Context: an optimization exercise on an open-source flow, tuned for small area, a short achievable clock period and few clock cycles per item. The choices shown serve that exercise and are no tape-out recipe.
The RTL was checked by simulation tests, not by an equivalence proof against the original design.
No activity file was given, so power comes from the tool's default toggle rates.

File: flow/config.mk
export PLATFORM = sky130hd
export DESIGN_NAME = joint_trajectory_interpolator_unit
export DESIGN_NICKNAME = joint_trajectory_interpolator_unit
export VERILOG_FILES = /design/flow/design.v
export SDC_FILE = /design/flow/constraint.sdc
export NUM_CORES = 4
export LEC_CHECK = 0
export CAP_MARGIN = 20
export CORE_MARGIN = 2
export CORE_UTILIZATION = 40
export SETUP_SLACK_MARGIN = 5
export SLEW_MARGIN = 20
File: flow/constraint.sdc
create_clock -name core_clock -period 10.0 [get_ports {clk}]
set_input_delay 2.0000 -clock core_clock [delete_from_list [all_inputs] [get_ports {clk}]]
set_output_delay 2.0000 -clock core_clock [all_outputs]
set_load 0.01 [all_outputs]
File: flow/design.v
package jti_pkg;
  localparam int MaxStepsDefault = 64;
  localparam int PosW    = 16;
  localparam int DurW    = 7;
  localparam int ModeW   = 2;
  localparam int StatW   = 2;
  localparam int CfgIdxW = 2;
  localparam int CfgW    = 16;
  localparam int InDataW  = 56;
  localparam int OutDataW = 48;
  localparam int DW = 19;
  localparam int RW = 18;
  localparam int TW = 20;
  localparam logic [ModeW-1:0] MODE_LINEAR = 2'd0;
  localparam logic [ModeW-1:0] MODE_CUBIC  = 2'd1;
  localparam logic [CfgIdxW-1:0] CFG_ROT_LO  = 2'd0;
  localparam logic [CfgIdxW-1:0] CFG_ROT_HI  = 2'd1;
  localparam logic [CfgIdxW-1:0] CFG_PRIS_LO = 2'd2;
  localparam logic [CfgIdxW-1:0] CFG_PRIS_HI = 2'd3;
  localparam logic signed [PosW-1:0] RotLoReset  = -16'sd12868;
  localparam logic signed [PosW-1:0] RotHiReset  = 16'sd12868;
  localparam logic signed [PosW-1:0] PrisLoReset = -16'sd614;
  localparam logic signed [PosW-1:0] PrisHiReset = 16'sd614;
  localparam logic [StatW-1:0] ST_OK       = 2'd0;
  localparam logic [StatW-1:0] ST_LIMIT    = 2'd1;
  localparam logic [StatW-1:0] ST_DURATION = 2'd2;
  localparam logic [StatW-1:0] ST_MODE     = 2'd3;
endpackage
module jti_setup (
  input  logic                   clk,
  input  logic                   ld,      
  input  logic [15:0]            tgt,
  input  logic [15:0]            spos,
  input  logic [1:0]             lz,
  output logic [15:0]            mag,     
  input  logic                   ds,      
  input  logic                   lin,
  input  logic                   lin_ld,  
  input  logic [jti_pkg::DW-1:0] dv,
  input  logic [7:0]             c1,
  input  logic [8:0]             c2,
  input  logic [8:0]             ca,      
  input  logic                   c3en,    
  output logic                   neg,
  output logic [jti_pkg::RW-1:0] r1, r2, r3,
  output logic [15:0]            q1,
  output logic [14:0]            q2, q3
);
  localparam int DW = jti_pkg::DW;
  localparam int RW = jti_pkg::RW;
  localparam int TW = jti_pkg::TW;
  function automatic logic [15:0] jti_addc(input logic [15:0] a, input logic [15:0] b,
                                           input logic cin);
    logic [15:0] x, pall;
    x = a ^ b;
    pall[0] = 1'b1;
    for (int i = 1; i < 16; i++) pall[i] = pall[i-1] & x[i-1];
    jti_addc = (a + b) ^ (pall & {16{cin}});
  endfunction
  logic [15:0] m;
  logic [RW-1:0] w1, w2, w3;
  logic        b, b2;    
  assign b  = m[15];
  assign r1 = w1;
  assign r2 = w2;
  assign r3 = w3;
  function automatic logic [TW:0] add3(input logic [TW:0] a, input logic [TW:0] bb,
                                       input logic [TW:0] e, input logic cin);
    add3 = (a ^ bb ^ e) + {(a[TW-1:0] & bb[TW-1:0]) | (a[TW-1:0] & e[TW-1:0]) |
                           (bb[TW-1:0] & e[TW-1:0]), cin};
  endfunction
  function automatic logic [RW+1:0] dstep(input logic [TW-1:0] a, input logic [TW-1:0] bb,
                                          input logic [DW-1:0] d);
    logic [TW:0] t, u1, u2;
    t  = {1'b0, a} + {1'b0, bb};
    u1 = add3({1'b0, a}, {1'b0, bb}, ~{2'b00, d}, 1'b1);
    u2 = add3({1'b0, a}, {1'b0, bb}, ~{1'b0, d, 1'b0}, 1'b1);
    if (!u2[TW])      dstep = {2'd2, u2[RW-1:0]};
    else if (!u1[TW]) dstep = {2'd1, u1[RW-1:0]};
    else              dstep = {2'd0, t[RW-1:0]};
  endfunction
  logic [16:0]   dp, dn;
  logic [15:0]   mshift;
  logic [RW+1:0] s1, s2, s3;
  logic [15:0]   q1a, q1p, q1q, q2i, q3i;
  always_comb begin
    dp  = {tgt[15], tgt} - {spos[15], spos};
    dn  = {spos[15], spos} - {tgt[15], tgt};
    mag = dp[16] ? dn[15:0] : dp[15:0];
    mshift = mag << lz;
    s1  = dstep({1'b0, w1, 1'b0}, b ? TW'(c1) : '0, dv);
    s2  = dstep({1'b0, w2, 1'b0}, b2 ? TW'(c2) : '0, dv);
    s3  = dstep({1'b0, w3, 1'b0}, (b && c3en) ? TW'(12) : '0, dv);
    q1a = {q1[14:0], 1'b0} + (b ? {7'd0, ca} : 16'd0);
    q1p = jti_addc(q1a, 16'd0, 1'b1);
    q1q = jti_addc({1'b0, q1a[15:1]}, 16'd0, 1'b1);
    q2i = jti_addc({1'b0, q2}, 16'd0, s2[RW+1]);
    q3i = jti_addc({1'b0, q3}, 16'd0, s3[RW+1]);
  end
  always_ff @(posedge clk) begin
    if (ld) begin
      neg <= dp[16];
      m   <= mag << lz;
      b2  <= lin_ld ? mag[7] : mshift[15];
    end else if (ds) begin
      m   <= {m[14:0], 1'b0};
      b2  <= lin ? m[6] : m[14];
    end
    if (ld) begin
      w1 <= '0;
      w2 <= '0;
      w3 <= '0;
      q1 <= '0;
      q2 <= '0;
      q3 <= '0;
    end else if (ds) begin
      w1 <= s1[RW-1:0];
      w2 <= s2[RW-1:0];
      w3 <= s3[RW-1:0];
      q1 <= s1[RW+1] ? {q1q[14:0], q1a[0]} : (s1[RW] ? q1p : q1a);
      q2 <= {q2i[13:0], s2[RW]};
      q3 <= {q3i[13:0], s3[RW]};
    end
  end
endmodule
module jti_emit (
  input  logic                   clk,
  input  logic                   rst,
  input  logic                   ho,      
  input  logic                   lin_in,  
  input  logic                   ec,      
  input  logic                   neg_in,
  input  logic [jti_pkg::RW-1:0] r1_in, r2_in, r3_in,
  input  logic [15:0]            q1_in,
  input  logic [14:0]            q2_in, q3_in,
  input  logic [jti_pkg::DW-1:0] dv_in,   
  input  logic                   es,      
  input  logic [jti_pkg::DW-1:0] dv,      
  output logic [15:0]            pos
);
  localparam int DW = jti_pkg::DW;
  localparam int RW = jti_pkg::RW;
  function automatic logic [15:0] jti_addc(input logic [15:0] a, input logic [15:0] b,
                                           input logic cin);
    logic [15:0] x, pall;
    x = a ^ b;
    pall[0] = 1'b1;
    for (int i = 1; i < 16; i++) pall[i] = pall[i-1] & x[i-1];
    jti_addc = (a + b) ^ (pall & {16{cin}});
  endfunction
  logic          neg;
  logic [RW-1:0] r0, r1, r2, r3;
  logic [15:0]   q1;
  logic [14:0]   q2, q3;
  function automatic logic [RW:0] estep(input logic [RW-1:0] a, input logic [RW-1:0] bb,
                                        input logic [DW-1:0] d);
    logic [RW+1:0] t, u;
    t = {2'b00, a} + {2'b00, bb};
    u = ({2'b00, a} ^ {2'b00, bb} ^ ~{1'b0, d}) +
        {({1'b0, a} & {1'b0, bb}) | ({1'b0, a} & ~d) | ({1'b0, bb} & ~d), 1'b1};
    estep = u[RW+1] ? {1'b0, t[RW-1:0]} : {1'b1, u[RW-1:0]};
  endfunction
  logic [RW:0]   e0, e1;
  logic [RW+1:0] t2, u2;
  logic [15:0]   pa, qb, qc;
  always_comb begin
    e0 = estep(r0, r1, dv);
    e1 = estep(r1, r2, dv);
    t2 = {2'b00, r2} + ~{2'b00, r3} + (RW+2)'(1);
    u2 = ({2'b00, r2} ^ ~{2'b00, r3} ^ {1'b0, dv}) +
         {({1'b0, r2} & ~{1'b0, r3}) | ({1'b0, r2} & dv) | (~{1'b0, r3} & dv), 1'b1};
    pa = jti_addc(pos, q1 ^ {16{neg}}, e0[RW] ^ neg);
    qb = jti_addc(q1, {q2[14], q2}, e1[RW]);
    qc = jti_addc({1'b0, q2}, {1'b1, ~q3}, !t2[RW+1]);
  end
  always_ff @(posedge clk) begin
    if (rst) begin
      pos <= '0;
    end else if (es) begin
      pos <= pa;
    end
  end
  always_ff @(posedge clk) begin
    if (ho) begin
      neg <= neg_in;
      r0  <= RW'(dv_in >> 1);
      r1  <= r1_in;
      r2  <= r2_in;
      r3  <= lin_in ? r2_in : r3_in;
      q1  <= q1_in;
      q2  <= q2_in;
      q3  <= lin_in ? q2_in : q3_in;
    end else if (es || ec) begin
      if (es) begin
        r0 <= e0[RW-1:0];
      end
      if (ec) begin
        r3 <= '0;
        q3 <= '0;
      end
      r1  <= e1[RW-1:0];
      r2  <= t2[RW+1] ? u2[RW-1:0] : t2[RW-1:0];
      q1  <= qb;
      q2  <= qc[14:0];
    end
  end
endmodule
module joint_trajectory_interpolator_unit #(
  parameter int MAX_STEPS = jti_pkg::MaxStepsDefault
) (
  input  logic                         clk,
  input  logic                         rst,
  input  logic                         s_axis_tvalid,
  output logic                         s_axis_tready,
  input  logic [jti_pkg::InDataW-1:0]  s_axis_tdata,
  input  logic [jti_pkg::ModeW-1:0]    s_axis_tuser,
  output logic                         m_axis_tvalid,
  input  logic                         m_axis_tready,
  output logic [jti_pkg::OutDataW-1:0] m_axis_tdata,
  output logic [jti_pkg::StatW-1:0]    m_axis_tuser,
  output logic                         m_axis_tlast,
  input  logic                         cfg_we,
  input  logic [jti_pkg::CfgIdxW-1:0]  cfg_index,
  input  logic [jti_pkg::CfgW-1:0]     cfg_data
);
  localparam int DW = jti_pkg::DW;
  localparam int RW = jti_pkg::RW;
  localparam logic [jti_pkg::DurW-1:0] MaxN = jti_pkg::DurW'(MAX_STEPS);
  function automatic logic [DW-1:0] cube(input logic [jti_pkg::DurW-1:0] x);
    case (x)
      7'd1: cube = 19'd1;
      7'd2: cube = 19'd8;
      7'd3: cube = 19'd27;
      7'd4: cube = 19'd64;
      7'd5: cube = 19'd125;
      7'd6: cube = 19'd216;
      7'd7: cube = 19'd343;
      7'd8: cube = 19'd512;
      7'd9: cube = 19'd729;
      7'd10: cube = 19'd1000;
      7'd11: cube = 19'd1331;
      7'd12: cube = 19'd1728;
      7'd13: cube = 19'd2197;
      7'd14: cube = 19'd2744;
      7'd15: cube = 19'd3375;
      7'd16: cube = 19'd4096;
      7'd17: cube = 19'd4913;
      7'd18: cube = 19'd5832;
      7'd19: cube = 19'd6859;
      7'd20: cube = 19'd8000;
      7'd21: cube = 19'd9261;
      7'd22: cube = 19'd10648;
      7'd23: cube = 19'd12167;
      7'd24: cube = 19'd13824;
      7'd25: cube = 19'd15625;
      7'd26: cube = 19'd17576;
      7'd27: cube = 19'd19683;
      7'd28: cube = 19'd21952;
      7'd29: cube = 19'd24389;
      7'd30: cube = 19'd27000;
      7'd31: cube = 19'd29791;
      7'd32: cube = 19'd32768;
      7'd33: cube = 19'd35937;
      7'd34: cube = 19'd39304;
      7'd35: cube = 19'd42875;
      7'd36: cube = 19'd46656;
      7'd37: cube = 19'd50653;
      7'd38: cube = 19'd54872;
      7'd39: cube = 19'd59319;
      7'd40: cube = 19'd64000;
      7'd41: cube = 19'd68921;
      7'd42: cube = 19'd74088;
      7'd43: cube = 19'd79507;
      7'd44: cube = 19'd85184;
      7'd45: cube = 19'd91125;
      7'd46: cube = 19'd97336;
      7'd47: cube = 19'd103823;
      7'd48: cube = 19'd110592;
      7'd49: cube = 19'd117649;
      7'd50: cube = 19'd125000;
      7'd51: cube = 19'd132651;
      7'd52: cube = 19'd140608;
      7'd53: cube = 19'd148877;
      7'd54: cube = 19'd157464;
      7'd55: cube = 19'd166375;
      7'd56: cube = 19'd175616;
      7'd57: cube = 19'd185193;
      7'd58: cube = 19'd195112;
      7'd59: cube = 19'd205379;
      7'd60: cube = 19'd216000;
      7'd61: cube = 19'd226981;
      7'd62: cube = 19'd238328;
      7'd63: cube = 19'd250047;
      7'd64: cube = 19'd262144;
      default: cube = '0;
    endcase
  endfunction
  function automatic logic [16:0] abt(input logic [jti_pkg::DurW-1:0] x);
    case (x)
      7'd1: abt = {9'd256, 8'd0};
      7'd2: abt = {9'd128, 8'd0};
      7'd3: abt = {9'd85, 8'd1};
      7'd4: abt = {9'd64, 8'd0};
      7'd5: abt = {9'd51, 8'd1};
      7'd6: abt = {9'd42, 8'd4};
      7'd7: abt = {9'd36, 8'd4};
      7'd8: abt = {9'd32, 8'd0};
      7'd9: abt = {9'd28, 8'd4};
      7'd10: abt = {9'd25, 8'd6};
      7'd11: abt = {9'd23, 8'd3};
      7'd12: abt = {9'd21, 8'd4};
      7'd13: abt = {9'd19, 8'd9};
      7'd14: abt = {9'd18, 8'd4};
      7'd15: abt = {9'd17, 8'd1};
      7'd16: abt = {9'd16, 8'd0};
      7'd17: abt = {9'd15, 8'd1};
      7'd18: abt = {9'd14, 8'd4};
      7'd19: abt = {9'd13, 8'd9};
      7'd20: abt = {9'd12, 8'd16};
      7'd21: abt = {9'd12, 8'd4};
      7'd22: abt = {9'd11, 8'd14};
      7'd23: abt = {9'd11, 8'd3};
      7'd24: abt = {9'd10, 8'd16};
      7'd25: abt = {9'd10, 8'd6};
      7'd26: abt = {9'd9, 8'd22};
      7'd27: abt = {9'd9, 8'd13};
      7'd28: abt = {9'd9, 8'd4};
      7'd29: abt = {9'd8, 8'd24};
      7'd30: abt = {9'd8, 8'd16};
      7'd31: abt = {9'd8, 8'd8};
      7'd32: abt = {9'd8, 8'd0};
      7'd33: abt = {9'd7, 8'd25};
      7'd34: abt = {9'd7, 8'd18};
      7'd35: abt = {9'd7, 8'd11};
      7'd36: abt = {9'd7, 8'd4};
      7'd37: abt = {9'd6, 8'd34};
      7'd38: abt = {9'd6, 8'd28};
      7'd39: abt = {9'd6, 8'd22};
      7'd40: abt = {9'd6, 8'd16};
      7'd41: abt = {9'd6, 8'd10};
      7'd42: abt = {9'd6, 8'd4};
      7'd43: abt = {9'd5, 8'd41};
      7'd44: abt = {9'd5, 8'd36};
      7'd45: abt = {9'd5, 8'd31};
      7'd46: abt = {9'd5, 8'd26};
      7'd47: abt = {9'd5, 8'd21};
      7'd48: abt = {9'd5, 8'd16};
      7'd49: abt = {9'd5, 8'd11};
      7'd50: abt = {9'd5, 8'd6};
      7'd51: abt = {9'd5, 8'd1};
      7'd52: abt = {9'd4, 8'd48};
      7'd53: abt = {9'd4, 8'd44};
      7'd54: abt = {9'd4, 8'd40};
      7'd55: abt = {9'd4, 8'd36};
      7'd56: abt = {9'd4, 8'd32};
      7'd57: abt = {9'd4, 8'd28};
      7'd58: abt = {9'd4, 8'd24};
      7'd59: abt = {9'd4, 8'd20};
      7'd60: abt = {9'd4, 8'd16};
      7'd61: abt = {9'd4, 8'd12};
      7'd62: abt = {9'd4, 8'd8};
      7'd63: abt = {9'd4, 8'd4};
      7'd64: abt = {9'd4, 8'd0};
      default: abt = '0;
    endcase
  endfunction
  logic signed [15:0] rot_lo, rot_hi, pris_lo, pris_hi;
  logic                        ir_full;
  logic signed [15:0]          ir_t [3];
  logic [jti_pkg::DurW-1:0]    ir_n;
  logic [jti_pkg::ModeW-1:0]   ir_mode;
  logic [15:0]                 snext [3];
  logic                        se_div, se_done;
  logic [1:0]                  se_stat;
  logic [3:0]                  se_kc;
  logic [jti_pkg::DurW-1:0]    se_n;
  logic [DW-1:0]               se_dv;
  logic [7:0]                  se_c1;
  logic [8:0]                  se_c2;
  logic [8:0]                  se_ca;
  logic                        se_cubic;
  logic                        ee_run;
  logic                        ee_comb;  
  logic [jti_pkg::DurW-1:0]    ee_kc;    
  logic [DW-1:0]               ee_dv;
  logic                        out_valid;
  logic                        out_last;
  logic [1:0]                  out_stat;
  logic [15:0]                 pos [3];
  logic                        lim_err, dur_err, mode_err;
  logic [1:0]                  chk;
  logic                        out_free, es, ee_last;
  logic                        ho_ok, ho_err, se_free, take, ld;
  logic                        in_cubic;
  logic [16:0]                 ab_n;
  logic [15:0]                 mag [3];
  logic [15:0]                 mag_or;
  logic [1:0]                  lz;
  logic                        neg_s [3];
  logic [RW-1:0]               r1_s [3];
  logic [RW-1:0]               r2_s [3];
  logic [RW-1:0]               r3_s [3];
  logic [15:0]                 q1_s [3];
  logic [14:0]                 q2_s [3];
  logic [14:0]                 q3_s [3];
  assign lim_err = (ir_t[0] < rot_lo) || (ir_t[0] > rot_hi) ||
                   (ir_t[1] < rot_lo) || (ir_t[1] > rot_hi) ||
                   (ir_t[2] < pris_lo) || (ir_t[2] > pris_hi);
  assign dur_err  = (ir_n == '0) || (ir_n > MaxN);
  assign mode_err = ir_mode[1];
  assign chk = lim_err ? jti_pkg::ST_LIMIT :
               dur_err ? jti_pkg::ST_DURATION :
               mode_err ? jti_pkg::ST_MODE : jti_pkg::ST_OK;
  assign in_cubic = ir_mode[0];
  assign ab_n     = abt(ir_n);
  assign mag_or = mag[0] | mag[1] | mag[2];
  assign lz     = !in_cubic ? 2'd0 : mag_or[15] ? 2'd0 : mag_or[14] ? 2'd1 :
                  mag_or[13] ? 2'd2 : 2'd3;
  assign out_free = !out_valid || m_axis_tready;
  assign es       = ee_run && !ee_comb && out_free;
  assign ee_last  = (ee_kc == jti_pkg::DurW'(1));
  assign ho_ok    = se_done && (se_stat == jti_pkg::ST_OK) && (!ee_run || (es && ee_last));
  assign ho_err   = se_done && (se_stat != jti_pkg::ST_OK) && !ee_run && out_free;
  assign se_free  = !se_div && (!se_done || ho_ok || ho_err);
  assign take     = ir_full && se_free;
  assign ld       = take && (chk == jti_pkg::ST_OK);
  always_ff @(posedge clk) begin
    if (rst) begin
      rot_lo  <= jti_pkg::RotLoReset;
      rot_hi  <= jti_pkg::RotHiReset;
      pris_lo <= jti_pkg::PrisLoReset;
      pris_hi <= jti_pkg::PrisHiReset;
    end else if (cfg_we) begin
      case (cfg_index)
        jti_pkg::CFG_ROT_LO:  rot_lo  <= cfg_data;
        jti_pkg::CFG_ROT_HI:  rot_hi  <= cfg_data;
        jti_pkg::CFG_PRIS_LO: pris_lo <= cfg_data;
        default:              pris_hi <= cfg_data;
      endcase
    end
  end
  assign s_axis_tready = !ir_full;
  always_ff @(posedge clk) begin
    if (rst) begin
      ir_full <= 1'b0;
    end else if (s_axis_tvalid && s_axis_tready) begin
      ir_full <= 1'b1;
    end else if (take) begin
      ir_full <= 1'b0;
    end
  end
  always_ff @(posedge clk) begin
    if (s_axis_tvalid && s_axis_tready) begin
      ir_t[0] <= s_axis_tdata[15:0];
      ir_t[1] <= s_axis_tdata[31:16];
      ir_t[2] <= s_axis_tdata[47:32];
      ir_n    <= s_axis_tdata[54:48];
      ir_mode <= s_axis_tuser;
    end
  end
  always_ff @(posedge clk) begin
    if (rst) begin
      snext[0] <= '0;
      snext[1] <= '0;
      snext[2] <= '0;
    end else if (ld) begin
      snext[0] <= ir_t[0];
      snext[1] <= ir_t[1];
      snext[2] <= ir_t[2];
    end
  end
  always_ff @(posedge clk) begin
    if (rst) begin
      se_div  <= 1'b0;
      se_done <= 1'b0;
    end else begin
      if (take) begin
        se_div  <= ld;
        se_done <= !ld;
      end else if (ho_ok || ho_err) begin
        se_done <= 1'b0;
      end
      if (se_div && (se_kc == 4'd15)) begin
        se_div  <= 1'b0;
        se_done <= 1'b1;
      end
    end
  end
  always_ff @(posedge clk) begin
    if (take) begin
      se_stat  <= chk;
    end
    if (ld) begin
      se_n     <= ir_n;
      se_cubic <= in_cubic;
      se_dv    <= in_cubic ? cube(ir_n) : DW'(ir_n);
      se_c1    <= in_cubic ? 8'(3 * ir_n - 2) : ab_n[7:0];
      se_c2    <= in_cubic ? 9'(6 * ir_n - 12) : 9'd1;
      se_ca    <= in_cubic ? 9'd0 : ab_n[16:8];
      se_kc    <= in_cubic ? {2'b00, lz} : 4'd8;
    end else if (se_div) begin
      se_kc    <= se_kc + 1'b1;
    end
  end
  always_ff @(posedge clk) begin
    if (rst) begin
      ee_run  <= 1'b0;
      ee_comb <= 1'b0;
    end else begin
      if (ho_ok) begin
        ee_run <= 1'b1;
      end else if (es && ee_last) begin
        ee_run <= 1'b0;
      end
      ee_comb <= ho_ok && !se_cubic;
    end
  end
  always_ff @(posedge clk) begin
    if (ho_ok) begin
      ee_kc <= se_n;
      ee_dv <= se_dv;
    end else if (es) begin
      ee_kc <= ee_kc - 1'b1;
    end
  end
  always_ff @(posedge clk) begin
    if (rst) begin
      out_valid <= 1'b0;
    end else if (es || ho_err) begin
      out_valid <= 1'b1;
    end else if (m_axis_tready) begin
      out_valid <= 1'b0;
    end
  end
  always_ff @(posedge clk) begin
    if (ho_err) begin
      out_stat <= se_stat;
      out_last <= 1'b1;
    end else if (es) begin
      out_stat <= jti_pkg::ST_OK;
      out_last <= ee_last;
    end
  end
  for (genvar j = 0; j < 3; j++) begin : g_joint
    jti_setup u_setup (
      .clk   (clk),
      .ld    (ld),
      .tgt   (ir_t[j]),
      .spos  (snext[j]),
      .lz    (lz),
      .mag   (mag[j]),
      .ds    (se_div),
      .lin   (!se_cubic),
      .lin_ld(!in_cubic),
      .dv    (se_dv),
      .c1    (se_c1),
      .c2    (se_c2),
      .ca    (se_ca),
      .c3en  (se_cubic),
      .neg   (neg_s[j]),
      .r1    (r1_s[j]),
      .r2    (r2_s[j]),
      .r3    (r3_s[j]),
      .q1    (q1_s[j]),
      .q2    (q2_s[j]),
      .q3    (q3_s[j])
    );
    jti_emit u_emit (
      .clk    (clk),
      .rst    (rst),
      .ho     (ho_ok),
      .lin_in (!se_cubic),
      .ec     (ee_comb),
      .neg_in (neg_s[j]),
      .r1_in  (r1_s[j]),
      .r2_in  (r2_s[j]),
      .r3_in  (r3_s[j]),
      .q1_in  (q1_s[j]),
      .q2_in  (q2_s[j]),
      .q3_in  (q3_s[j]),
      .dv_in  (se_dv),
      .es     (es),
      .dv     (ee_dv),
      .pos    (pos[j])
    );
  end
  assign m_axis_tvalid = out_valid;
  assign m_axis_tdata  = {pos[2], pos[1], pos[0]};
  assign m_axis_tuser  = out_stat;
  assign m_axis_tlast  = out_last;
endmodule
File: flow/run.sh
#!/bin/bash
# synth_recipe.tcl (not shown) runs the flow's synth.tcl, then flattens the netlist and writes it again
# the make line also repeats each setting of config.mk as NAME=value (left out here)
make -C /OpenROAD-flow-scripts/flow DESIGN_CONFIG=/design/flow/config.mk WORK_HOME=/design/flow/orfs CLKGATE_MAP_FILE= SYNTH_SCRIPT=/design/flow/synth_recipe.tcl finish
==> flow_metrics.env, run 1 <==
export IMPL_outcome="complete, no violations"
export IMPL_top_usage_layer="met2"
export IMPL_seq_area_frac_synth_pct=25.0
export IMPL_cp_end_kind="register"
export IMPL_avgSynthCellArea_um2=8.43
export IMPL_place_hpwl_um=254000
export IMPL_ff2ff_setup_slack_ns=5.15
export IMPL_antenna_found_initial=5
export IMPL_worst_slew_pin_slew_ns=1.08
export IMPL_power_density_nw_per_um2=119
export IMPL_clock_skew_ns=0.0613
export IMPL_criticalPathCategory="in -> reg"
export IMPL_final_layout_size_suffix_gt1_share_pct=4.90
export IMPL_leakage_nw=52.6
export IMPL_place_congestion=0.936
export IMPL_io_buffers=132
export IMPL_cts_hold_buf=0
export IMPL_nFillCells=26200
export IMPL_async_reset_ff_share_pct=0
export IMPL_fin_crit_ns=4.89
export IMPL_placed_cell_area_um2=112000
export IMPL_crit_path_cell_trace="clkdlybuf4s50_1 -> nor2b_1 -> nor3b_4 -> nand4b_1 -> nand2_4 -> nand3_4 -> nand3_1 -> nand3_1 -> or3_4 -> buf_12 -> clkinv_16 -> nor2_4 -> clkbuf_16 -> buf_12 -> a221o_1"
export IMPL_tritoncts="built"
export IMPL_wl_per_cell_um=20.5
export IMPL_multi_input_area_um2=74300
export IMPL_core_area_um2=265000
export IMPL_cts_htree_levels=4
export IMPL_ys_warn_count=16
export IMPL_detail_route_antenna_nets=0
export IMPL_syn_area_um2=107000
export IMPL_finalCoreUtilization_pct=44.4
export IMPL_path_max_fanout=51
export IMPL_worst_ep_arrival_time_ns=5.54
export IMPL_ir_drop_mv=0.150
export IMPL_grt_use_total_pct=24.2
export IMPL_min_path_type="reg -> reg"
export IMPL_min_to="snext[2][15]$_SDFFE_PP0P_"
export IMPL_setup_viol=0
export IMPL_grt_pass1_wl_um=511000
export IMPL_drc_errors=0
export IMPL_rr_worst_depth=17
export IMPL_grt_overflow=0
export IMPL_worstReg2RegEnd="g_joint[0].u_setup.w1[13]$_SDFFE_PP0P_"
export IMPL_fin_area_um2=118000
export IMPL_cp_required_ns=10.66
export IMPL_critPathLaunch="m_axis_tready"
export IMPL_fin_nets=14500
export IMPL_cts_sink_count=1056
export IMPL_synth_net_count=14500
export IMPL_whs_ns=0.452
export IMPL_dr_pass1_iters=7
export IMPL_area_growth_pct=10.4
export IMPL_grt_util_met1_pct=32.9
export IMPL_max_stage_delay_ns=0.49
export IMPL_layout_setup_ws_ns=5.11
export IMPL_worstSetupStartpointType="primary input"
export IMPL_viasPerCell=5.55
export IMPL_start_util_pct=40.2
export IMPL_grt_max_degree=128
export IMPL_ys_ff_latch=1056
export IMPL_hold_depth=2
export IMPL_std_cell_rows=189
export IMPL_cts_path_max_buffers=3
export IMPL_hp_start="snext[2][15]$_SDFFE_PP0P_"
export IMPL_die_w_um=520
export IMPL_synth_edff_count=555
export IMPL_rsz0062_at_grt="true"
export IMPL_cp_slowest_cell="clkdlybuf4s50_1"
export IMPL_syn_inst=12600
export IMPL_maxCapViolCount=0
export IMPL_finalCritPeriodShare_pct=48.9
export IMPL_io_pins=134
export IMPL_relSlewSlack_pct=27.7
export IMPL_ys_types=116
export IMPL_dpl_worst_slack_ns=2.45
export IMPL_tns_ns=0
export IMPL_r2r_start="g_joint[0].u_setup.m[15]$_DFFE_PP_"
export IMPL_clk_pin_slew_ns=0.06
export IMPL_fmax_mhz=205
export IMPL_die_area_um2=271000
export IMPL_drt_wl_total_um=335000
export IMPL_numCtsBuffers=140
export IMPL_slew_viol_final=0
export IMPL_dieHeight_um=520
export IMPL_grt_util_met3_pct=3.38
export IMPL_vias=90500
export IMPL_synth_ff_type="edfxtp_1"
export IMPL_cts_root_buf="clkbuf_16"
export IMPL_hold_viol=0
export IMPL_drt_iter0_drc=7274
export IMPL_use_met2_pct=38.8
export IMPL_register_area_um2=26700
export IMPL_clk_latency_ns=0.83
export IMPL_grt_pass1_vias=85600
## how the worst max path moves through the flow
stage,to,slack [ns],cells after the start
after detailed placement,g_joint[2].u_setup.w2[10]$_SDFFE_PP0P_,2.45,16
after global routing,g_joint[1].u_emit.pos[13]$_SDFFE_PP0P_,4.89,17
after floorplan,g_joint[0].u_emit.q1[0]$_DFFE_PP_,5.03,9
after CTS,g_joint[2].u_setup.w3[10]$_SDFFE_PP0P_,4.99,15
after global placement,g_joint[2].u_setup.w2[10]$_SDFFE_PP0P_,2.53,16
final,g_joint[2].u_setup.w3[10]$_SDFFE_PP0P_,5.11,15
## sequential cells by signal, summed over array words and instances (netlist names), 19 cells and up, named ones only
signal / count
g_joint.u_emit.r1: 54
ee_dv: 19
g_joint.u_setup.q2: 45
g_joint.u_setup.w3: 54
g_joint.u_emit.r3: 54
g_joint.u_setup.m: 48
g_joint.u_setup.q3: 45
g_joint.u_emit.r2: 54
snext: 48
g_joint.u_emit.q1: 48
g_joint.u_setup.w1: 54
se_dv: 19
g_joint.u_emit.r0: 54
g_joint.u_emit.q3: 45
g_joint.u_emit.pos: 48
ir_t: 48
g_joint.u_setup.w2: 54
g_joint.u_setup.q1: 48
g_joint.u_emit.q2: 45
## stage by stage
step | instances | power (mW)
2_1_floorplan | 12600 | 7.91
6_report | 16300 | 14.1
5_1_grt | 16300 | 14.8
3_3_place_gp | 16000 | 8.77
4_1_cts | 16300 | 14.1
3_5_place_dp | 16000 | 8.80
## critical path, delay by kind of cell
kind                   cells  cell delay, ns
AO/OA/AOI/OAI              1            0.37
buffers and inverters      5            1.32
AND/OR/NAND/NOR            9            1.71
## final cells by class
class,instances,area share (%)
Timing Repair Buffer,316,2.63
Sequential cell,1056,22.7
Timing Repair inverter,1,0.00744
Tap cell,3533,3.76
Antenna cell,7,0.0149
Multi-Input combinational cell,9971,63.1
Clock buffer,185,3.29
Inverter,1159,3.77
Clock inverter,75,0.747
## power by group
part	internal (mW)	switching, mW	total, mW
Clock	3.05	2.20	5.25
Sequential	4.76	0.360	5.12
Combinational	1.58	2.10	3.68
Total	9.39	4.66	14.1
## cell families after synthesis
group	share of synthesized area, %
AO/OA/AOI/OAI	20.1
XOR/XNOR	8.84
adder cells (fa/ha/maj)	22.7
buffers and inverters	5.79
flip-flops	25.0
multiplexers	2.45
AND/OR/NAND/NOR	15.1
## layer usage
layer / up-vias / wire [µm]
li1: 44800 / -
met1: 42600 / 149000
met2: 2542 / 149000
met3: 463 / 23300
met4: 0 / 13400
met5: - / 0
## synthesized netlist by cell type (24+ instances only)
cell type / instances / share of area [%]
o21bai_1: 90 / 0.63
dfxtp_1: 501 / 9.4
and3_1: 111 / 0.65
a21oi_1: 1112 / 5.2
a31o_2: 27 / 0.22
nand2_1: 1117 / 3.9
nand2b_1: 110 / 0.65
o31ai_1: 49 / 0.34
edfxtp_1: 555 / 16
o21ai_0: 749 / 3.5
or2_2: 31 / 0.18
mux2i_1: 237 / 2.2
a21boi_0: 34 / 0.24
xor2_1: 405 / 3.3
o211ai_1: 93 / 0.65
a22o_1: 58 / 0.48
o21a_1: 103 / 0.73
buf_2: 52 / 0.24
buf_1: 24 / 0.084
o2111ai_1: 40 / 0.33
o221ai_1: 36 / 0.30
a21o_1: 280 / 2.0
o31a_1: 32 / 0.26
nor3_1: 253 / 1.2
ha_1: 1411 / 17
nand3b_1: 29 / 0.20
or3_1: 80 / 0.47
nand3_1: 247 / 1.2
nor2b_1: 141 / 0.83
a31oi_1: 100 / 0.59
inv_1: 1153 / 4.1
nor2_1: 1088 / 3.8
clkbuf_1: 380 / 1.3
nand4_1: 85 / 0.50
xnor2_1: 670 / 5.5
fa_1: 326 / 6.1
and2_1: 119 / 0.70
a211o_1: 56 / 0.46
o22ai_1: 35 / 0.21
a211oi_1: 190 / 1.3
## cell usage in the layout (no fill, tap or decap), types with 246 or more instances in the layout
cell,n
ha_1,1411
inv_1,1142
nand2_1,1111
a21oi_1,1106
nor2_1,1083
o21ai_0,743
xnor2_1,668
edfxtp_1,555
dfxtp_1,500
xor2_1,404
fa_1,326
a21o_1,280
nor3_1,246
## what timing repair did
item                       CTS  global route
pin swaps                    4             5
setup endpoints to repair  586           390
resized for setup           70            92
cloned                       3             2
buffers inserted            21            18
Testbench counts, summed over its fixed seeds: cycles 9,007, items 6,355.
==> run 2: changes to the inputs <==
--- a/flow/config.mk
+++ b/flow/config.mk
@@ -8,5 +8,6 @@
 export CAP_MARGIN = 20
 export CORE_MARGIN = 2
-export CORE_UTILIZATION = 40
+export CORE_UTILIZATION = 55
 export SETUP_SLACK_MARGIN = 5
 export SLEW_MARGIN = 20
+export TNS_END_PERCENT = 100
==> flow_metrics.env, run 2 <==
export IMPL_final_layout_size_suffix_gt1_share_pct=4.92
export IMPL_clock_skew_ns=0.0334
export IMPL_synth_net_count=14500
export IMPL_finalCoreUtilization_pct=60.5
export IMPL_synth_compound_area_share_pct=20.1
export IMPL_tns_ns=0
export IMPL_wl_per_cell_um=23.0
export IMPL_maxCapViolCount=0
export IMPL_io_buffers=132
export IMPL_synth_top_family_by_area="adder cells"
export IMPL_wl_met1_um=156000
export IMPL_final_cell_mix="ha_1, inv_1, nand2_1"
export IMPL_grt_max_degree=147
export IMPL_cts_path_max_buffers=3
export IMPL_grt_overflow=0
export IMPL_clk_pin_slew_ns=0.06
export IMPL_fin_nets=14500
export IMPL_leakage_nw=52.5
export IMPL_dr_pass1_iters=6
export IMPL_power_density_nw_per_um2=122
export IMPL_max_stage_delay_ns=0.78
export IMPL_synth_common_cells="ha_1, inv_1, nand2_1"
export IMPL_highest_layer="met5"
export IMPL_min_path_type="reg -> reg"
export IMPL_synth_xor_area_share_pct=8.84
export IMPL_cts_root_buf="clkbuf_16"
export IMPL_worst_ep_arrival_time_ns=5.64
export IMPL_core_area_um2=193000
export IMPL_tritoncts="built"
export IMPL_fin_crit_ns=4.94
export IMPL_clk_latency_ns=0.82
export IMPL_setup_viol=0
export IMPL_path_buf_inv=3
export IMPL_cp_end_kind="register"
export IMPL_std_cell_rows=161
export IMPL_drt_wl_total_um=352000
export IMPL_drt_iter0_drc=8797
export IMPL_criticalPathCategory="in -> reg"
export IMPL_synth_most_common_cell="ha_1"
export IMPL_viasPerCell=6.14
export IMPL_register_area_um2=26700
export IMPL_rsz0062_at_grt="false"
export IMPL_grt_use_total_pct=34.5
export IMPL_area_growth_pct=9.20
export IMPL_worstSetupStartpointType="primary input"
export IMPL_wl_met2_um=152000
export IMPL_vias=93900
export IMPL_wl_met3_um=32000
export IMPL_place_congestion=0.973
export IMPL_relSlewSlack_pct=29.4
export IMPL_crit_path_cell_trace="clkdlybuf4s50_1 -> nor2b_4 -> buf_12 -> buf_4 -> nor2_1 -> a21oi_1 -> nand2_1 -> nor2_1 -> o21ai_0 -> o22a_1 -> o221ai_1"
export IMPL_yosys_area_share_adder_pct=22.7
export IMPL_io_pins=134
export IMPL_grt_pass1_wl_um=529000
export IMPL_synth_area_top_cells="ha_1, edfxtp_1, dfxtp_1, fa_1, xnor2_1"
export IMPL_grt_pass1_vias=89200
export IMPL_cts_hold_buf=0
export IMPL_ir_drop_mv=0.144
export IMPL_synthMuxAreaShare_pct=2.45
export IMPL_synth_top_area_cell="ha_1"
export IMPL_die_area_um2=197000
export IMPL_dieHeight_um=444
export IMPL_worst_slew_pin_slew_ns=1.06
export IMPL_outcome="complete, no violations"
export IMPL_finalCritPeriodShare_pct=49.4
export IMPL_syn_inst=12600
export IMPL_cp_required_ns=10.70
export IMPL_ys_ff_latch=1056
export IMPL_die_w_um=444
export IMPL_syn_area_um2=107000
export IMPL_drc_errors=0
export IMPL_async_reset_ff_share_pct=0
export IMPL_start_util_pct=55.4
export IMPL_numCtsBuffers=137
export IMPL_place_hpwl_um=265000
export IMPL_synth_edff_count=555
export IMPL_hold_viol=0
export IMPL_fmax_mhz=202
export IMPL_slew_viol_final=0
export IMPL_final_common_cell="ha_1"
export IMPL_cp_slowest_cell="clkdlybuf4s50_1"
export IMPL_ys_warn_count=16
export IMPL_synth_top_cell_area_share_pct=16.6
export IMPL_cts_htree_levels=4
export IMPL_antenna_found_initial=25
export IMPL_synth_ff_type="edfxtp_1"
export IMPL_synthSimpleGateAreaFrac_pct=15.1
export IMPL_seq_area_frac_synth_pct=25.0
export IMPL_detail_route_antenna_nets=0
export IMPL_crit_family="simple AND/OR/NAND/NOR gates"
export IMPL_ys_types=116
export IMPL_avgSynthCellArea_um2=8.43
export IMPL_multi_input_area_um2=74400
export IMPL_nFillCells=17100
export IMPL_cp_common_cell="nor2_1"
export IMPL_path_max_fanout=11
export IMPL_cts_sink_count=1056
-- run 2: cell count changes in the layout (fill, tap and decap cells not counted), moves of 5 or more --
cell        delta
clkinv_16      -5
ha_2           +5
buf_12         -6
inv_6          +5
clkinvlp_4     +7
clkinv_2      -18
buf_8          -5
diode_2        +5
ha_1           -5
-- run 2: timing repair --
item / CTS / global route
pin swaps: 5 / 12
setup buffers: 35 / 22
gates cloned: 5 / 4
setup endpoints to repair: 733 / 377
resized for setup: 77 / 92
-- run 2: routing by layer --
metal | global-route usage, % | vias to the layer above
met5 | 0 | -
met4 | 11.4 | 14
met3 | 6.28 | 503
met2 | 52.8 | 3562
met1 | 49.0 | 45000
li1 | - | 44800
-- run 2: logic make-up after synthesis --
kind of cell             count (synthesis)
AO/OA/AOI/OAI                         3378
XOR/XNOR                              1076
adder cells (fa/ha/maj)               1737
buffers and inverters                 1620
flip-flops                            1056
multiplexers                           258
AND/OR/NAND/NOR                       3520
-- run 2: worst paths after layout --
| kind | from | end | slack (ns) | depth (start not counted) |
|---|---|---|---|---|
| max reg2reg | g_joint[0].u_emit.r2[1]$_DFFE_PP_ | g_joint[0].u_emit.q1[1]$_DFFE_PP_ | 5.08 | 16 |
| min reg2reg | g_joint[0].u_setup.neg$_DFFE_PP_ | g_joint[0].u_emit.neg$_DFFE_PP_ | 0.43 | 0 |
| min | g_joint[0].u_setup.neg$_DFFE_PP_ | g_joint[0].u_emit.neg$_DFFE_PP_ | 0.43 | 0 |
| max | s_axis_tvalid | register | 5.06 | 11 |
-- run 2: per-stage QoR --
stage | setup slack [ns] | cells | hold WS [ns] | power (mW) | area (µm²)
3_3_place_gp | 3.31 | 15000 | 0.410 | 8.80 | 110000
6_report | 5.06 | 15300 | 0.430 | 14.2 | 116000
3_5_place_dp | 3.21 | 15000 | 0.416 | 8.89 | 110000
5_1_grt | 4.98 | 15300 | 0.437 | 14.8 | 116000
2_1_floorplan | 5.03 | 12600 | 0.400 | 7.91 | 107000
4_1_cts | 5.01 | 15300 | 0.430 | 14.1 | 116000
-- run 2: area by class of cell --
class / count / share of cell area (%)
Clock buffer: 181 / 3.26
Inverter: 1159 / 3.81
Sequential cell: 1056 / 22.9
Timing Repair Buffer: 314 / 2.66
Multi-Input combinational cell: 9974 / 63.9
Clock inverter: 68 / 0.703
Antenna cell: 12 / 0.0258
Tap cell: 2526 / 2.71
-- run 2: report_power, final --
part	switching, mW	internal (mW)	leakage, nW
logic	2.18	1.59	41.4
registers	0.426	4.76	8.89
clock network	2.18	3.01	2.22
==> run 3: changes to the inputs <==
--- a/flow/design.v
+++ b/flow/design.v
@@ -80,5 +80,5 @@
     else              dstep = {2'd0, t[RW-1:0]};
   endfunction
-  logic [16:0]   dp, dn;
+  logic [16:0]   dp;
   logic [15:0]   mshift;
   logic [RW+1:0] s1, s2, s3;
@@ -86,6 +86,5 @@
   always_comb begin
     dp  = {tgt[15], tgt} - {spos[15], spos};
-    dn  = {spos[15], spos} - {tgt[15], tgt};
-    mag = dp[16] ? dn[15:0] : dp[15:0];
+    mag = jti_addc(dp[15:0] ^ {16{dp[16]}}, 16'd0, dp[16]);
     mshift = mag << lz;
     s1  = dstep({1'b0, w1, 1'b0}, b ? TW'(c1) : '0, dv);
==> flow_metrics.env, run 3 <==
export IMPL_outcome="complete, no violations"
export IMPL_synth_most_common_cell="inv_1"
export IMPL_cts_root_buf="clkbuf_16"
export IMPL_synth_common_cells="inv_1, ha_1, nand2_1"
export IMPL_r2r_start="ir_t[2][3]$_DFFE_PP_"
export IMPL_synth_net_count=14400
export IMPL_avgSynthCellArea_um2=8.30
export IMPL_fmax_mhz=183
export IMPL_final_cells=15500
export IMPL_rsz0062_at_grt="true"
export IMPL_die_area_um2=195000
export IMPL_drc_errors=0
export IMPL_dieHeight_um=441
export IMPL_antenna_found_initial=12
export IMPL_maxCapViolCount=0
export IMPL_cp_required_ns=10.59
export IMPL_io_pins=134
export IMPL_min_to="g_joint[0].u_setup.q1[15]$_SDFFE_PP0P_"
export IMPL_async_reset_ff_share_pct=0
export IMPL_drt_iter0_drc=7921
export IMPL_fin_crit_ns=5.46
export IMPL_clock_skew_ns=0.0346
export IMPL_slew_viol_final=0
export IMPL_place_hpwl_um=258000
export IMPL_clk_latency_ns=0.85
export IMPL_synth_ff_type="edfxtp_1"
export IMPL_core_area_um2=190000
export IMPL_wl_per_cell_um=22.8
export IMPL_fin_nets=14600
export IMPL_cp_end_kind="register"
export IMPL_detail_route_antenna_nets=0
export IMPL_clk_pin_slew_ns=0.06
export IMPL_rr_worst_depth=17
export IMPL_cts_htree_levels=4
export IMPL_criticalPathCategory="reg -> reg"
export IMPL_ys_types=108
export IMPL_power_total_mw=13.1
export IMPL_synth_top_area_cell="ha_1"
export IMPL_whs_ns=0.453
export IMPL_grt_max_degree=152
export IMPL_drt_wl_total_um=353000
export IMPL_final_common_cell="inv_1"
export IMPL_worstReg2RegEnd="g_joint[1].u_setup.m[5]$_DFFE_PP_"
export IMPL_grt_pass1_vias=91000
export IMPL_relSlewSlack_pct=21.8
export IMPL_min_path_type="reg -> reg"
export IMPL_worst_slew_pin_slew_ns=1.16
export IMPL_finalCritPeriodShare_pct=54.6
export IMPL_ys_ff_latch=1056
export IMPL_numCtsBuffers=138
export IMPL_setup_viol=0
export IMPL_cts_sink_count=1056
export IMPL_viasPerCell=6.07
export IMPL_dp_cells=15000
export IMPL_leakage_nw=54.0
export IMPL_hold_depth=2
export IMPL_seq_area_frac_synth_pct=25.4
export IMPL_vias=94000
export IMPL_register_area_um2=26700
export IMPL_diodes=0
export IMPL_tns_ns=0
export IMPL_io_buffers=132
export IMPL_synth_top_cell_area_share_pct=16.3
export IMPL_path_max_fanout=8
export IMPL_grt_pass1_wl_um=530000
export IMPL_syn_inst=12700
export IMPL_hold_viol=0
export IMPL_die_w_um=441
export IMPL_finalCoreUtilization_pct=62.6
export IMPL_worst_ep_arrival_time_ns=6.05
export IMPL_synth_area_top_cells="ha_1, edfxtp_1, dfxtp_1, fa_1, xnor2_1"
export IMPL_place_congestion=0.929
export IMPL_ff2ff_setup_slack_ns=4.54
export IMPL_start_util_pct=55.3
export IMPL_nFillCells=16500
export IMPL_synth_edff_count=555
export IMPL_dr_pass1_iters=6
export IMPL_std_cell_rows=160
export IMPL_power_density_nw_per_um2=110
export IMPL_grt_use_total_pct=35.4
export IMPL_tritoncts="built"
export IMPL_syn_area_um2=105000
export IMPL_grt_overflow=0
export IMPL_final_cell_mix="inv_1, ha_1, nand2_1"
export IMPL_ys_warn_count=16
export IMPL_multi_input_area_um2=73700
export IMPL_worstSetupStartpointType="register"
export IMPL_ir_drop_mv=0.149
export IMPL_cts_path_max_buffers=3
export IMPL_area_growth_pct=13.1
export IMPL_final_layout_size_suffix_gt1_share_pct=7.81
export IMPL_hp_start="g_joint[0].u_setup.q1[15]$_SDFFE_PP0P_"
==> run 3: worst max-delay path, cell delays in order, from the launching register on <==
cell and delay (ns):
edfxtp_1 0.51, ha_1 0.44, o21ai_0 0.51, o21ai_1 0.15, a311o_1 0.47, a2111oi_4 0.37, o2111ai_2 0.28, nor3_2 0.25
nor3b_4 0.26, buf_12 0.17, xnor2_4 0.20, nor4_4 0.39, buf_6 0.19, buf_12 0.14, mux2_4 0.30, o211ai_1 0.27
nor2_1 0.07, a221o_1 0.26
==> run 3: logic make-up after synthesis <==
| logic type | share of synthesized area [%] |
|---|---|
| compound gates | 19.5 |
| fa+ha+maj | 22.4 |
| simple gates | 15.2 |
| mux | 1.94 |
| buf+inv | 6.83 |
| xor+xnor | 8.67 |
| flops | 25.4 |
==> run 3: area by class of cell <==
cell class | instances | area share (%)
Tap cell | 2511 | 2.64
Timing Repair inverter | 4 | 0.0284
Timing Repair Buffer | 482 | 4.20
Sequential cell | 1056 | 22.5
Clock inverter | 68 | 0.741
Multi-Input combinational cell | 9721 | 62.0
Clock buffer | 184 | 3.24
Inverter | 1461 | 4.71
==> run 3: per-stage QoR <==
step	setup slack, ns	area (µm²)
finish	4.54	119000
global route	4.31	119000
CTS	4.54	117000
detailed placement	1.98	109000
global placement	2.06	109000
floorplan	4.76	105000
==> run 3: worst max-delay path by stage <==
stage | start | endpoint | slack, ns
3_5_place_dp | m_axis_tready | g_joint[2].u_setup.m[4]$_DFFE_PP_ | 1.98
4_1_cts | ir_t[1][0]$_DFFE_PP_ | g_joint[1].u_setup.m[5]$_DFFE_PP_ | 4.54
6_report | ir_t[2][3]$_DFFE_PP_ | g_joint[1].u_setup.m[5]$_DFFE_PP_ | 4.54
5_1_grt | ir_t[2][0]$_DFFE_PP_ | g_joint[1].u_setup.m[5]$_DFFE_PP_ | 4.31
3_3_place_gp | m_axis_tready | g_joint[2].u_setup.m[9]$_DFFE_PP_ | 2.06
2_1_floorplan | ir_t[1][0]$_DFFE_PP_ | g_joint[0].u_setup.m[5]$_DFFE_PP_ | 4.76
==> run 3: where the power goes <==
part           total (mW)  switching (mW)  leakage (nW)  internal, mW
clock                5.27            2.21          2.30          3.06
combinational        2.89            1.66          42.9          1.22
sequential           4.96           0.267          8.86          4.69
total                13.1            4.14          54.0          8.98
==> run 3: metal layers <==
metal / up-vias / global-route usage (%) / part of all wire, %
li1: 44700 / - / -
met1: 45100 / 47.5 / 42
met2: 3452 / 55.5 / 44
met3: 756 / 5.87 / 8.5
met4: 6 / 16.8 / 5.5
met5: - / 0 / 0.0099
==> run 3: what timing repair did <==
action                                  4_1_cts  5_1_grt
hold buffers                                  0        0
gates cloned                                 25        5
resized for setup                           317      263
pin swaps                                   113      111
buffers inserted                            146       85
endpoints found under the setup margin     1045      591
Testbench counts of run 3, summed over its fixed seeds: cycles 9,007, items 6,355.
==> run 4: changes to the inputs <==
--- a/flow/design.v
+++ b/flow/design.v
@@ -74,6 +74,6 @@
     logic [TW:0] t, u1, u2;
     t  = {1'b0, a} + {1'b0, bb};
-    u1 = add3({1'b0, a}, {1'b0, bb}, ~{2'b00, d}, 1'b1);
-    u2 = add3({1'b0, a}, {1'b0, bb}, ~{1'b0, d, 1'b0}, 1'b1);
+    u1 = t - {2'b00, d};
+    u2 = t - {1'b0, d, 1'b0};
     if (!u2[TW])      dstep = {2'd2, u2[RW-1:0]};
     else if (!u1[TW]) dstep = {2'd1, u1[RW-1:0]};
@@ -156,6 +156,5 @@
     logic [RW+1:0] t, u;
     t = {2'b00, a} + {2'b00, bb};
-    u = ({2'b00, a} ^ {2'b00, bb} ^ ~{1'b0, d}) +
-        {({1'b0, a} & {1'b0, bb}) | ({1'b0, a} & ~d) | ({1'b0, bb} & ~d), 1'b1};
+    u = t - {1'b0, d};
     estep = u[RW+1] ? {1'b0, t[RW-1:0]} : {1'b1, u[RW-1:0]};
   endfunction
@@ -167,6 +166,5 @@
     e1 = estep(r1, r2, dv);
     t2 = {2'b00, r2} + ~{2'b00, r3} + (RW+2)'(1);
-    u2 = ({2'b00, r2} ^ ~{2'b00, r3} ^ {1'b0, dv}) +
-         {({1'b0, r2} & ~{1'b0, r3}) | ({1'b0, r2} & dv) | (~{1'b0, r3} & dv), 1'b1};
+    u2 = t2 + {1'b0, dv};
     pa = jti_addc(pos, q1 ^ {16{neg}}, e0[RW] ^ neg);
     qb = jti_addc(q1, {q2[14], q2}, e1[RW]);
==> flow_metrics.env, run 4 <==
export IMPL_outcome="complete, no violations"
export IMPL_drt_iter0_drc=7644
export IMPL_io_pins=134
export IMPL_synth_ff_type="edfxtp_1"
export IMPL_fin_area_um2=114000
export IMPL_switchingPower_mw=3.73
export IMPL_cp_end_kind="register"
export IMPL_pwr_share_clk_pct=40.7
export IMPL_cts_htree_levels=4
export IMPL_cp_required_ns=10.52
export IMPL_cts_path_max_buffers=3
export IMPL_ys_ff_latch=1056
export IMPL_syn_area_um2=94200
export IMPL_maxCapViolCount=0
export IMPL_fin_nets=13000
export IMPL_drc_errors=0
export IMPL_io_buffers=132
export IMPL_hold_depth=2
export IMPL_std_cell_rows=151
export IMPL_ys_types=107
export IMPL_layout_setup_ws_ns=4.52
export IMPL_synth_top_cell_area_share_pct=17.7
export IMPL_power_density_nw_per_um2=110
export IMPL_wl_per_cell_um=23.3
export IMPL_hp_start="g_joint[0].u_setup.q1[15]$_SDFFE_PP0P_"
export IMPL_criticalPathCategory="reg -> reg"
export IMPL_vias=87600
export IMPL_worstSetupStartpointType="register"
export IMPL_power_total_mw=12.5
export IMPL_p_int_mw=8.81
export IMPL_grt_overflow=0
export IMPL_final_layout_size_suffix_gt1_share_pct=15.7
export IMPL_detail_route_antenna_nets=0
export IMPL_grt_max_degree=169
export IMPL_numCtsBuffers=138
export IMPL_cts_sink_count=1056
export IMPL_finalCritPeriodShare_pct=54.8
export IMPL_path_max_fanout=4
export IMPL_grt_use_total_pct=35.4
export IMPL_area_growth_pct=21.2
export IMPL_syn_inst=11200
export IMPL_p_comb_share_pct=20.4
export IMPL_fin_crit_ns=5.48
export IMPL_placed_cell_area_um2=97900
export IMPL_grt_pass1_vias=83100
export IMPL_sw_frac_of_total_pct=29.7
export IMPL_place_congestion=0.946
export IMPL_rr_worst_depth=23
export IMPL_seq_area_frac_synth_pct=28.3
export IMPL_multi_input_area_um2=69000
export IMPL_synth_common_cells="ha_1, a21oi_1, nand2_1"
export IMPL_clk_pin_slew_ns=0.06
export IMPL_r2r_start="ir_t[1][0]$_DFFE_PP_"
export IMPL_slew_viol_final=0
export IMPL_start_util_pct=55.5
export IMPL_antenna_found_initial=17
export IMPL_tritoncts="built"
export IMPL_min_path_type="reg -> reg"
export IMPL_grt_pass1_wl_um=482000
export IMPL_synth_edff_count=555
export IMPL_ir_drop_mv=0.180
export IMPL_cts_root_buf="clkbuf_16"
export IMPL_worst_slew_pin_slew_ns=1.10
export IMPL_async_reset_ff_share_pct=0
export IMPL_rsz0062_at_grt="true"
export IMPL_clock_skew_ns=0.0550
export IMPL_clk_latency_ns=0.82
export IMPL_final_common_cell="ha_1"
export IMPL_worstReg2RegEnd="g_joint[1].u_setup.m[13]$_DFFE_PP_"
export IMPL_final_cell_mix="ha_1, nand2_1, nor2_1"
export IMPL_dpl_worst_slack_ns=2.86
export IMPL_viasPerCell=6.22
export IMPL_seq_power_share_pct=38.8
export IMPL_register_area_um2=26700
export IMPL_finalCoreUtilization_pct=67.3
export IMPL_ff2ff_setup_slack_ns=4.52
export IMPL_min_to="g_joint[0].u_setup.q1[15]$_SDFFE_PP0P_"
export IMPL_avgSynthCellArea_um2=8.40
export IMPL_synth_net_count=12500
export IMPL_drt_wl_total_um=328000
export IMPL_cts_hold_buf=0
export IMPL_die_w_um=418
export IMPL_die_area_um2=175000
export IMPL_synth_most_common_cell="ha_1"
export IMPL_tns_ns=0
export IMPL_hold_viol=0
export IMPL_core_area_um2=170000
export IMPL_synth_top_area_cell="edfxtp_1"
export IMPL_fmax_mhz=182
export IMPL_place_hpwl_um=224000
export IMPL_relSlewSlack_pct=25.9
export IMPL_worst_ep_arrival_time_ns=6.01
export IMPL_ys_warn_count=16
export IMPL_dieHeight_um=418
export IMPL_leakage_nw=48.8
export IMPL_synth_area_top_cells="edfxtp_1, ha_1, dfxtp_1, xnor2_1, a21oi_1"
export IMPL_setup_viol=0
export IMPL_dr_pass1_iters=9
export IMPL_nFillCells=13800
==> run 4: cell count changes in the layout (fill, tap and decap cells not counted), moves of 158 or more <==
cell / before / now
inv_1: 1426 / 690
ha_1: 1360 / 1068
fa_1: 320 / 45
nand2_1: 1177 / 956
buf_4: 248 / 434
o21ai_0: 761 / 589
nor2_1: 1067 / 909
==> run 4: logic make-up (layout without fill, tap and decap cells) <==
kind of cell | count (synthesis) | in the layout | synth area share, %
flip-flops | 1056 | 1056 | 28.3
AO/OA/AOI/OAI | 3227 | 3234 | 21.5
adder cells (fa/ha/maj) | 1218 | 1218 | 16.7
XOR/XNOR | 1063 | 1063 | 9.89
AND/OR/NAND/NOR | 3202 | 3213 | 15.7
multiplexers | 304 | 304 | 3.26
buffers and inverters | 1145 | 1768 | 4.65
other | 0 | 8 | 0
==> run 4: stage by stage <==
stage	hold WS [ns]	cells
4_1_cts	0.452	13800
2_1_floorplan	0.400	11200
5_1_grt	0.467	14100
6_report	0.451	14100
3_5_place_dp	0.444	13200
3_3_place_gp	0.438	13200
==> run 4: cell type report <==
cell class,instances,share of cell area (%)
sequential,1056,23.4
antenna,8,0.0175
inverter,719,2.44
timing repair inverter,1,0.00767
multi-input combinational,9032,60.4
tap,2218,2.43
clock buffer,195,3.52
timing repair buffer,791,7.33
clock inverter,62,0.474
==> run 4: what timing repair did <==
action / 4_1_cts / 5_1_grt
gates resized for setup: 634 / 856
setup buffers: 309 / 203
gates cloned: 35 / 22
setup endpoints to repair: 753 / 763
pin swaps: 285 / 478
==> run 4: worst max path at each step <==
| stage | cells past startpoint | endpoint | slack [ns] | start |
|---|---|---|---|---|
| 2_1_floorplan | 16 | g_joint[2].u_setup.w2[13]$_SDFFE_PP0P_ | 5.00 | se_dv[1]$_DFFE_PP_ |
| 3_3_place_gp | 16 | g_joint[1].u_setup.m[9]$_DFFE_PP_ | 2.95 | m_axis_tready |
| 3_5_place_dp | 16 | g_joint[1].u_setup.m[10]$_DFFE_PP_ | 2.86 | m_axis_tready |
| 4_1_cts | 28 | g_joint[1].u_emit.pos[15]$_SDFFE_PP0P_ | 4.65 | g_joint[1].u_emit.r1[0]$_DFFE_PP_ |
| 5_1_grt | 25 | g_joint[1].u_emit.pos[15]$_SDFFE_PP0P_ | 4.34 | g_joint[1].u_emit.r1[0]$_DFFE_PP_ |
| 6_report | 23 | g_joint[1].u_setup.m[13]$_DFFE_PP_ | 4.52 | ir_t[1][0]$_DFFE_PP_ |
==> run 4: worst max-delay path, cell delays in order, from the launching register on <==
cell and delay (ns):
edfxtp_1 0.42, inv_2 0.17, ha_4 0.16, inv_2 0.04, fa_2 0.34, a211o_1 0.32
a2111o_1 0.44, buf_4 0.17, a311oi_2 0.38, xnor2_2 0.21, nor4_4 0.31, buf_4 0.20
buf_6 0.11, a31o_1 0.14, nand3_2 0.09, xor2_2 0.23, buf_4 0.22, buf_4 0.12
buf_4 0.11, nand4_1 0.19, buf_4 0.25, buf_6 0.12, o211ai_1 0.28, a31oi_1 0.19
==> run 4: power groups by stage <==
stage | Combinational (mW) | Sequential [mW] | Clock (mW)
finish | 2.56 | 4.86 | 5.11
global route | 2.78 | 4.88 | 5.34
floorplan | 1.56 | 4.86 | 0
detailed placement | 1.97 | 4.95 | 0
CTS | 2.29 | 4.86 | 5.16
global placement | 1.93 | 4.94 | 0
==> run 4: routing by layer <==
layer  GRT usage [%]  up-vias  wire (µm)
li1                -    41500          -
met1            45.5    42000     134000
met2            57.2     3285     148000
met3            5.88      848      26800
met4            17.9       12      19000
met5               0        -         91
Testbench counts of run 4, summed over its fixed seeds: cycles 9,007, items 6,355.

re-timing with driven ports:
How much do the figures lean on ideal ports? The routed layouts below were timed once more, with nothing changed but the port constraints.
Step 1 (the two cells are an assumption about what drives the block):
set clk [get_ports {clk}]
set_driving_cell -lib_cell sky130_fd_sc_hd__clkbuf_16 $clk
set_driving_cell -lib_cell sky130_fd_sc_hd__buf_2 [delete_from_list [all_inputs] $clk]
Step 2 times the ports against the registers' clock, not the clock port: input delays grow and output delays shrink by t, the midpoint of the rising clock arrivals with the driver on.
Three values: ideal, step 1, step 2; two values: the first two.
| run | shift t [ns] | setup WS [ns] | latest minus earliest clock arrival (ns) | slew at the worst register clock pin (ns) |
|---|---|---|---|---|
| run 1 | 0.891 | 5.114 / 5.152 / 4.289 | 0.064 / 0.064 | 0.07 / 0.07 |
| run 2 | 0.896 | 5.056 / 5.076 / 4.223 | 0.033 / 0.034 | 0.07 / 0.07 |
| run 3 | 0.914 | 4.537 / 4.537 / 4.215 | 0.038 / 0.038 | 0.07 / 0.07 |
| run 4 | 0.877 | 4.516 / 4.516 / 4.253 | 0.055 / 0.056 | 0.07 / 0.07 |
After both steps every run listed still meets setup and hold. The setup slack of run 2, which loses most, moves by +0.020 ns with the drivers and by -0.833 ns with both steps.
